Background: an optimization exercise with open tools, aiming at small area, a short achievable clock period and few clock cycles per item. Do not read the settings as production practice.
Function not checked in this run: the RTL went through the layout flow alone.

### run.sh
#!/bin/bash
# synth_recipe.tcl (not shown) runs the flow's synth.tcl, then flattens the netlist and writes it again
# the make line also repeats each setting of config.mk as NAME=value (left out here)
make -C /OpenROAD-flow-scripts/flow DESIGN_CONFIG=/design/flow/config.mk WORK_HOME=/design/flow/orfs CLKGATE_MAP_FILE= SYNTH_SCRIPT=/design/flow/synth_recipe.tcl finish
### config.mk
export PLATFORM = sky130hd
export DESIGN_NAME = riscv_muldiv_unit
export DESIGN_NICKNAME = riscv_muldiv_unit
export VERILOG_FILES = /design/flow/design.v
export SDC_FILE = /design/flow/constraint.sdc
export NUM_CORES = 4
export LEC_CHECK = 0
export ABC_AREA = 1
export CAP_MARGIN = 20
export CORE_MARGIN = 2
export CORE_UTILIZATION = 55
export PLACE_DENSITY = 0.7
export SETUP_SLACK_MARGIN = 5
export SLEW_MARGIN = 20
### constraint.sdc
create_clock -name core_clock -period 11.0 [get_ports {clk}]
set_input_delay 2.2000 -clock core_clock [delete_from_list [all_inputs] [get_ports {clk}]]
set_output_delay 2.2000 -clock core_clock [all_outputs]
set_load 0.01 [all_outputs]
### design.v
module riscv_muldiv_unit #(
    parameter int XLEN = 32
) (
    input  logic            clk,
    input  logic            rst,
    input  logic            start_i,
    input  logic [2:0]      op_i,
    input  logic [XLEN-1:0] a_i,
    input  logic [XLEN-1:0] b_i,
    input  logic            kill_i,
    output logic            freeze_pipe,
    output logic            busy_o,
    output logic            done_o,
    output logic [XLEN-1:0] result_o,
    output logic            div_zero_o
);
    localparam int K    = 8;             
    localparam int ND   = 32 / K;        
    localparam int TW   = $clog2(ND);    
    typedef enum logic [2:0] {
        S_IDLE = 3'd0,
        S_MUL  = 3'd1,
        S_PREP = 3'd2,
        S_DIV  = 3'd3,
        S_DONE = 3'd4
    } state_t;
    state_t state;
    logic [1:0]  op_q;       
    logic [32:0] xr;         
    logic [31:0] br;         
    logic [63:0] pr;         
    logic [3:0]  cnt;        
    logic        sa_q;       
    logic        sb_q;       
    logic        dz_q;       
    logic [31:0] res_q;      
    logic        neg_q;      
    logic accept;
    assign accept = (state == S_IDLE) & start_i & ~kill_i;
    logic is_div, div_sgn, mul_sga, mul_sgb;
    assign is_div  = op_i[2];
    assign div_sgn = op_i[2] & ~op_i[0];
    assign mul_sga = ~op_i[2] & (op_i[1:0] != 2'd3);
    assign mul_sgb = ~op_i[2] & ~op_i[1];
    function automatic logic [TW-1:0] top_digit(input logic [31:0] v, input logic sg);
        logic [31:0]   w;
        logic [TW-1:0] t;
        w = (sg & v[31]) ? ~v : v;
        t = TW'(ND - 1);
        for (int i = ND - 2; i >= 0; i--) begin
            if ((w >> (i * K + K - 1)) == 32'd0) t = TW'(i);
        end
        top_digit = t;
    endfunction
    function automatic logic [K:0] group_sel(input logic [31:0] v, input logic [TW-1:0] t);
        logic [K:0] g;
        g = {v[K-1:0], 1'b0};
        for (int i = 1; i < ND; i++) begin
            if (t == TW'(i)) g = v[i*K-1 +: K+1];
        end
        group_sel = g;
    endfunction
    logic [TW-1:0] ta, tb, tsel;
    logic          swap;
    logic [31:0]   m_op, c_op;
    logic          m_sg, c_sg;
    assign ta   = top_digit(a_i, mul_sga);
    assign tb   = top_digit(b_i, mul_sgb);
    assign swap = ta < tb;
    assign tsel = swap ? ta : tb;
    assign m_op = swap ? a_i : b_i;           
    assign c_op = swap ? b_i : a_i;           
    assign m_sg = swap ? mul_sga : mul_sgb;
    assign c_sg = swap ? mul_sgb : mul_sga;
    logic [32:0] x_new;
    assign x_new = {c_sg & c_op[31], c_op};
    logic [31:0] a_abs, b_abs;
    logic        a_neg, b_neg;
    assign a_neg = div_sgn & a_i[31];
    assign b_neg = div_sgn & b_i[31];
    assign a_abs = a_neg ? -a_i : a_i;
    assign b_abs = b_neg ? -b_i : b_i;
    logic [K:0]  dq;         
    logic [63:0] rows [0:5];
    logic [63:0] s1a, c1a, s1b, c1b, s2, c2, s3, c3;
    logic [63:0] pr_mul;
    logic [3:0]  bneg;
    localparam logic [63:0] BCONST = 64'd0 - (64'd85 << 33);
    always_comb begin
        logic one, two, ng;
        logic [33:0] r;
        for (int j = 0; j < 4; j++) begin
            ng  = dq[2*j+2];
            one = dq[2*j+1] ^ dq[2*j];
            two = (dq[2*j+2] & ~dq[2*j+1] & ~dq[2*j]) | (~dq[2*j+2] & dq[2*j+1] & dq[2*j]);
            r   = ({34{one}} & {xr[32], xr}) | ({34{two}} & {xr, 1'b0});
            r   = r ^ {34{ng}};
            bneg[j] = ng;
            rows[j] = {30'd0, ~r[33], r[32:0]} << (2 * j);
        end
        rows[4] = {pr[55:0], 1'b0, bneg[3], 1'b0, bneg[2], 1'b0, bneg[1], 1'b0, bneg[0]};
        rows[5] = BCONST;
    end
    function automatic logic [63:0] csa_s(input logic [63:0] a, input logic [63:0] b, input logic [63:0] c);
        csa_s = a ^ b ^ c;
    endfunction
    function automatic logic [63:0] csa_c(input logic [63:0] a, input logic [63:0] b, input logic [63:0] c);
        csa_c = {(a[62:0] & b[62:0]) | (a[62:0] & c[62:0]) | (b[62:0] & c[62:0]), 1'b0};
    endfunction
    assign s1a    = csa_s(rows[0], rows[1], rows[2]);
    assign c1a    = csa_c(rows[0], rows[1], rows[2]);
    assign s1b    = csa_s(rows[3], rows[4], rows[5]);
    assign c1b    = csa_c(rows[3], rows[4], rows[5]);
    assign s2     = csa_s(s1a, c1a, s1b);
    assign c2     = csa_c(s1a, c1a, s1b);
    assign s3     = csa_s(s2, c2, c1b);
    assign c3     = csa_c(s2, c2, c1b);
    assign pr_mul = s3 + c3;
    function automatic logic [5:0] lzc32(input logic [31:0] v);
        logic [5:0] n;
        n = 6'd32;
        for (int i = 0; i < 32; i++) begin
            if (v[i]) n = 6'(31 - i);
        end
        lzc32 = n;
    endfunction
    logic [5:0]  lza, lzb;
    logic [6:0]  sdiff;
    logic        b_zero, q_zero;
    logic [4:0]  sh;
    logic [32:0] d_al;
    assign lza    = lzc32(pr[63:32]);
    assign lzb    = lzc32(xr[31:0]);
    assign sdiff  = {1'b0, lzb} - {1'b0, lza};
    assign b_zero = (xr[31:0] == 32'd0);
    assign q_zero = sdiff[6];                    
    assign sh     = sdiff[4:0] | 5'd1;
    assign d_al   = {1'b0, xr[31:0]} << sh;
    logic [33:0] df1, df2;
    logic        ge1, ge2;
    logic [31:0] r1, r2;
    logic [31:0] q2;
    assign df1 = {2'b0, pr[63:32]} - {1'b0, xr};
    assign ge1 = ~df1[33];
    assign r1  = ge1 ? df1[31:0] : pr[63:32];
    assign df2 = {2'b0, r1} - {2'b0, xr[32:1]};
    assign ge2 = ~df2[33];
    assign r2  = ge2 ? df2[31:0] : r1;
    assign q2  = {pr[29:0], ge1, ge2};
    assign busy_o      = (state != S_IDLE);
    assign done_o      = (state == S_DONE) & ~kill_i;
    assign div_zero_o  = (state == S_DONE) & dz_q & ~kill_i;
    assign freeze_pipe = busy_o ? (state != S_DONE) : (start_i & ~kill_i);
    assign result_o    = neg_q ? -res_q : res_q;
    always_ff @(posedge clk or negedge rst) begin
        if (!rst) begin
            state <= S_IDLE;
            res_q <= '0;
            neg_q <= 1'b0;
        end else begin
            unique case (state)
                S_IDLE: begin
                    if (accept) state <= is_div ? S_PREP : S_MUL;
                end
                S_MUL: begin
                    if (kill_i) begin
                        state <= S_IDLE;
                    end else if (cnt[TW-1:0] == '0) begin
                        res_q <= (op_q == 2'd0) ? pr_mul[31:0] : pr_mul[63:32];
                        neg_q <= 1'b0;
                        state <= S_DONE;
                    end
                end
                S_PREP: begin
                    if (kill_i) begin
                        state <= S_IDLE;
                    end else if (b_zero | q_zero) begin
                        res_q <= op_q[1] ? pr[63:32] : {32{b_zero}};
                        neg_q <= op_q[1] & sa_q;
                        state <= S_DONE;
                    end else begin
                        state <= S_DIV;
                    end
                end
                S_DIV: begin
                    if (kill_i) begin
                        state <= S_IDLE;
                    end else if (cnt == 4'd0) begin
                        res_q <= op_q[1] ? r2 : q2;
                        neg_q <= op_q[1] ? sa_q : (sa_q ^ sb_q);
                        state <= S_DONE;
                    end
                end
                S_DONE: begin
                    state <= S_IDLE;
                end
                default: begin
                    state <= S_IDLE;
                end
            endcase
        end
    end
    always_ff @(posedge clk) begin
        unique case (state)
            S_IDLE: begin
                if (accept) begin
                    op_q  <= op_i[1:0];
                    sa_q  <= a_neg;
                    sb_q  <= b_neg;
                    dz_q  <= is_div & (b_i == 32'd0);
                    if (is_div) begin
                        xr  <= {1'b0, b_abs};
                        pr  <= {a_abs, 32'd0};
                    end else begin
                        xr  <= x_new;
                        br  <= m_op;
                        cnt <= {{(4-TW){1'b0}}, tsel};
                        dq  <= group_sel(m_op, tsel);
                        pr  <= (~m_sg & m_op[31]) ? {{31{x_new[32]}}, x_new} : 64'd0;
                    end
                end
            end
            S_MUL: begin
                pr    <= pr_mul;
                cnt   <= cnt - 4'd1;
                dq    <= group_sel(br, cnt[TW-1:0] - TW'(1));
            end
            S_PREP: begin
                xr  <= d_al;
                cnt <= sdiff[4:1];
            end
            S_DIV: begin
                pr  <= {r2, q2};
                xr  <= {2'b0, xr[32:2]};
                cnt <= cnt - 4'd1;
            end
            default: ;
        endcase
    end
endmodule
==> summary.txt <==
OUTCOME
----------------------------------------------------------------------------------------
Run status                                              no timing/DRC/antenna violations

SYNTH
----------------------------------------------------------------------------------------
Avg Inst Size Synth                                                             6.81 µm²
Cell area after synthesis                                                      28200 µm²
Post-synthesis net count                                                            4523
Fraction of registers with async set or reset after synthesis                      0.197
Number of warnings reported in the yosys synthesis log                                 2
Post-synth top area share                                                          0.156
Number of enable flip-flop cells after synthesis                                     147
Largest area contributor in the synthesized netlist                         sky130_fd_sc_hd__edfxtp_1
Leading cell types by total area after synthesis                            sky130_fd_sc_hd__edfxtp_1 16%, sky130_fd_sc_hd__nand2_1 10%, sky130_fd_sc_hd__ha_1 9.4%
Cell count after synthesis                                                          4144
Register area share after synthesis                                                0.188
Commonest register cell after synthesis                                     sky130_fd_sc_hd__edfxtp_1
Count of cell types in the netlist                                                    71
Number of storage elements in the synthesis netlist                                  183

DIE
----------------------------------------------------------------------------------------
Area of the core region                                                        51000 µm²
Vertical die dimension                                                            230 µm
Number of I/O pins                                                                   107
DIE WIDTH                                                                         230 µm
Die ar.                                                                        53100 µm²
Site row count                                                                        83
Starting density of the core                                                       0.553

CTS
----------------------------------------------------------------------------------------
Hold_buf cts                                                                           0
Root cell of the clock tree                                                 sky130_fd_sc_hd__clkbuf_16
Clock buffer depth                                                                     2
Worst skew pair latency                                                          0.52 ns
Max H-tree Level                                                                       4
TritonCTS buffer count                                                                17
CTS tree                                                                            done
Count of clock tree sinks                                                            183
Clock slew seen by the registers of the worst setup and hold paths               0.09 ns

ROUTE
----------------------------------------------------------------------------------------
Vias per Instance                                                                   6.65
Drt wl/cell                                                                      27.5 µm
DRT Wirelength                                                                 139000 µm
Antenna Nets Post-Route                                                                0
Number of search-and-repair iterations in the first detailed-routing pass              8
Post-detailed-route DRC marker count                                                   0
Initial drt markers                                                                 5005
Vias                                                                               33641

GRT
----------------------------------------------------------------------------------------
Pin count of the biggest net entering global routing                                  69
Met2 routing resource usage after global routing                                   0.734
Busiest layer in global routing                                                     met2
Leftover overflow at the end of global routing                                         0
Initial antenna violation count                                                       11
GRT met3 Usage                                                                     0.165
Overall global routing resource usage                                              0.499
First-pass GRT wire length                                                     196000 µm
Via count of the first global-routing pass                                         31092
GR met1 Demand/Resource                                                            0.577

STA
----------------------------------------------------------------------------------------
Setup repair after global routing missed its margin                                 true
Final critical path time including I/O delays and setup                          6.29 ns
Maximum clock rate                                                               159 MHz
Final sum of negative setup slack                                                   0 ns
Clock tree skew after final layout                                             0.0229 ns
Final count of hold timing violations                                                  0
Final period util                                                                  0.572
Final slew viol count                                                                  0
Final worst slack                                                                4.71 ns
Slew of the pin with the lowest slew margin                                      1.39 ns
Max-slew headroom at the worst pin                                                0.0658
Count of endpoints failing setup in the final report                                   0

PLACEMENT
----------------------------------------------------------------------------------------
# port buffers                                                                       106
Global placement routability congestion                                             1.15
Placement-stage worst setup slack                                                2.98 ns
Post-detail-place hpwl                                                          96800 µm

FINISH
----------------------------------------------------------------------------------------
Layout net count                                                                    4736
Multi-input combinational cell area                                            22000 µm²
Share of post-route cells with drive strength above 1                              0.175
Commonest non-fill, non-tap cells in the layout                             699 x sky130_fd_sc_hd__nand2_1, 575 x sky130_fd_sc_hd__inv_1, 303 x sky130_fd_sc_hd__a21oi_1
Leading cell type in the layout, fill and taps excluded                     sky130_fd_sc_hd__nand2_1
Sequential cell area                                                            5320 µm²
Final cell utilization of the core                                                 0.688
Area added between synthesis and finish                                            24.4%
Number of inserted filler cells in the final layout                                 4351

SETUP PATH
----------------------------------------------------------------------------------------
CP Capture Type                                                                 register
Arrival time at the worst endpoint                                               6.52 ns
CP max FO                                                                              4
Critical R2R Capture                                                        pr[61]$_DFFE_PP_
Worst reg2reg startpoint                                                    pr[36]$_DFFE_PP_
Launch point of the critical path                                           pr[36]$_DFFE_PP_
Critical path class                                                         register to register
Top cell by count, worst path                                               sky130_fd_sc_hd__a21oi_4
Delay of the slowest cell on the worst path                                      0.59 ns
Reg2Reg Setup Slack                                                              4.71 ns
Number of cells traversed by the worst register-to-register path                      39
Critical path data required time                                                11.22 ns
Sort of element at the start of the critical path                               register
End of the critical path                                                    pr[61]$_DFFE_PP_
Master of the slowest instance on the critical path                         sky130_fd_sc_hd__edfxtp_1

RUN
----------------------------------------------------------------------------------------
Number of max-capacitance violations reported                                          0

HOLD PATH
----------------------------------------------------------------------------------------
Worst min path class                                                        register to register

[stage by stage]
stage	hold slack, ns	area [µm²]	cells
finish	0.588	35100	5058
floorplan	0.503	28200	4144
CTS	0.568	33200	4984
detailed placement	0.551	29800	4790
global route	0.587	35100	5050
global placement	0.555	29800	4790
[final cells by class]
| cell class | count | area share |
|---|---|---|
| multi-input cells | 3139 | 0.628 |
| flip-flops and latches | 183 | 0.152 |
| repair buffers | 386 | 0.109 |
| inverters | 627 | 0.0697 |
| well taps | 680 | 0.0242 |
| clock buffers | 21 | 0.0132 |
| clock inverters | 11 | 0.00296 |
| repair inverters | 3 | 0.000927 |
| diodes | 8 | 0.000570 |
[cells by family after synthesis]
kind of cell             after synthesis  share of synthesized area
buffers and inverters                830                      0.113
XOR/XNOR                             269                     0.0835
AND/OR/NAND/NOR                     1399                      0.209
flip-flops                           183                      0.188
adder cells (fa/ha/maj)              308                      0.162
AO/OA/AOI/OAI                       1155                      0.244
[Yosys cell counts (11+ instances only)]
library cell	count
sky130_fd_sc_hd__nand2_1	787
sky130_fd_sc_hd__inv_1	605
sky130_fd_sc_hd__a21oi_1	340
sky130_fd_sc_hd__o21ai_0	299
sky130_fd_sc_hd__nor2_1	269
sky130_fd_sc_hd__xor2_1	213
sky130_fd_sc_hd__ha_1	212
sky130_fd_sc_hd__nand3_1	171
sky130_fd_sc_hd__clkbuf_1	160
sky130_fd_sc_hd__edfxtp_1	147
sky130_fd_sc_hd__o22ai_1	133
sky130_fd_sc_hd__fa_1	96
sky130_fd_sc_hd__o21ai_1	75
sky130_fd_sc_hd__nor3_1	72
sky130_fd_sc_hd__o211ai_1	68
sky130_fd_sc_hd__xnor2_1	56
sky130_fd_sc_hd__a31oi_1	43
sky130_fd_sc_hd__dfrtp_1	36
sky130_fd_sc_hd__o221ai_1	28
sky130_fd_sc_hd__nor4_1	27
sky130_fd_sc_hd__inv_2	19
sky130_fd_sc_hd__o21ai_2	19
sky130_fd_sc_hd__buf_2	18
sky130_fd_sc_hd__a41oi_1	17
sky130_fd_sc_hd__o21bai_1	17
sky130_fd_sc_hd__a22oi_1	15
sky130_fd_sc_hd__nand4_1	15
sky130_fd_sc_hd__a21o_1	13
sky130_fd_sc_hd__buf_1	13
sky130_fd_sc_hd__o31ai_1	13
sky130_fd_sc_hd__a21oi_2	11
sky130_fd_sc_hd__o21a_1	11
sky130_fd_sc_hd__or2_2	11
[worst min-delay path by stage]
| stage | depth (start not counted) | to | slack (ns) | start |
|---|---|---|---|---|
| final | 2 | res_q[29]$_DFFE_PN0P_ | 0.59 | res_q[29]$_DFFE_PN0P_ |
| after global routing | 2 | res_q[29]$_DFFE_PN0P_ | 0.59 | res_q[29]$_DFFE_PN0P_ |
| after CTS | 2 | res_q[29]$_DFFE_PN0P_ | 0.57 | res_q[29]$_DFFE_PN0P_ |
| after detailed placement | 2 | res_q[29]$_DFFE_PN0P_ | 0.55 | res_q[29]$_DFFE_PN0P_ |
| after global placement | 2 | res_q[29]$_DFFE_PN0P_ | 0.55 | res_q[29]$_DFFE_PN0P_ |
| after floorplan | 2 | dq[1]$_DFFE_PP_ | 0.50 | br[24]$_DFFE_PP_ |
[worst max-delay path, delay by kind of cell, from the launching register on]
kind | cells | cell delay [ns]
xor gates and xnor gates | 1 | 0.28
buffers and inverters | 7 | 0.67
DFF | 1 | 0.59
AOI/OAI and AO/OA | 18 | 2.62
adders and majority gates | 2 | 0.71
and+or+nand+nor | 11 | 1.10
[metal layers]
layer,vias to the layer above,routed length (µm)
met3,821,19200
li1,14492,-
met1,15584,46500
met4,6,15700
met2,2738,57600
met5,-,46
[repair_timing]
item,CTS,global route
setup endpoints to repair,141,143
buffers inserted,143,63
gates cloned,19,2
gates resized for setup,283,302
pin swaps,92,160
[flip-flops by register name (all words and copies together) (netlist names)]
| register | cells |
|---|---|
| res_q | 32 |
| state | 3 |
| br | 32 |
| cnt | 4 |
| sb_q | 1 |
| pr | 64 |
| dq | 9 |
| xr | 33 |
| neg_q | 1 |
| op_q | 2 |
| sa_q | 1 |
| dz_q | 1 |

## static timing again, ports no longer ideal
Ports are ideal in the flow. The routed layout listed here was re-timed in OpenROAD.
Step 1, drivers: a clkbuf_16 drives clk and a buf_2 each remaining input, both assumed.
Step 2 also shifts input and output timing later by t, the mid clock arrival at the registers, as if the neighbouring blocks saw the same clock.
a / b / c = no drivers / after step 1 / after step 2; a / b = the first two.
t (ns): 0.570
slack for setup (ns): 4.707 / 4.707 / 4.347
worst slew at a driven data input, ns: 0.04
pins driven straight from the clock port: 1
After both steps this run still meets setup and hold. For this run, drivers alone change the setup slack by 0.000 ns; drivers and shift together by -0.360 ns.
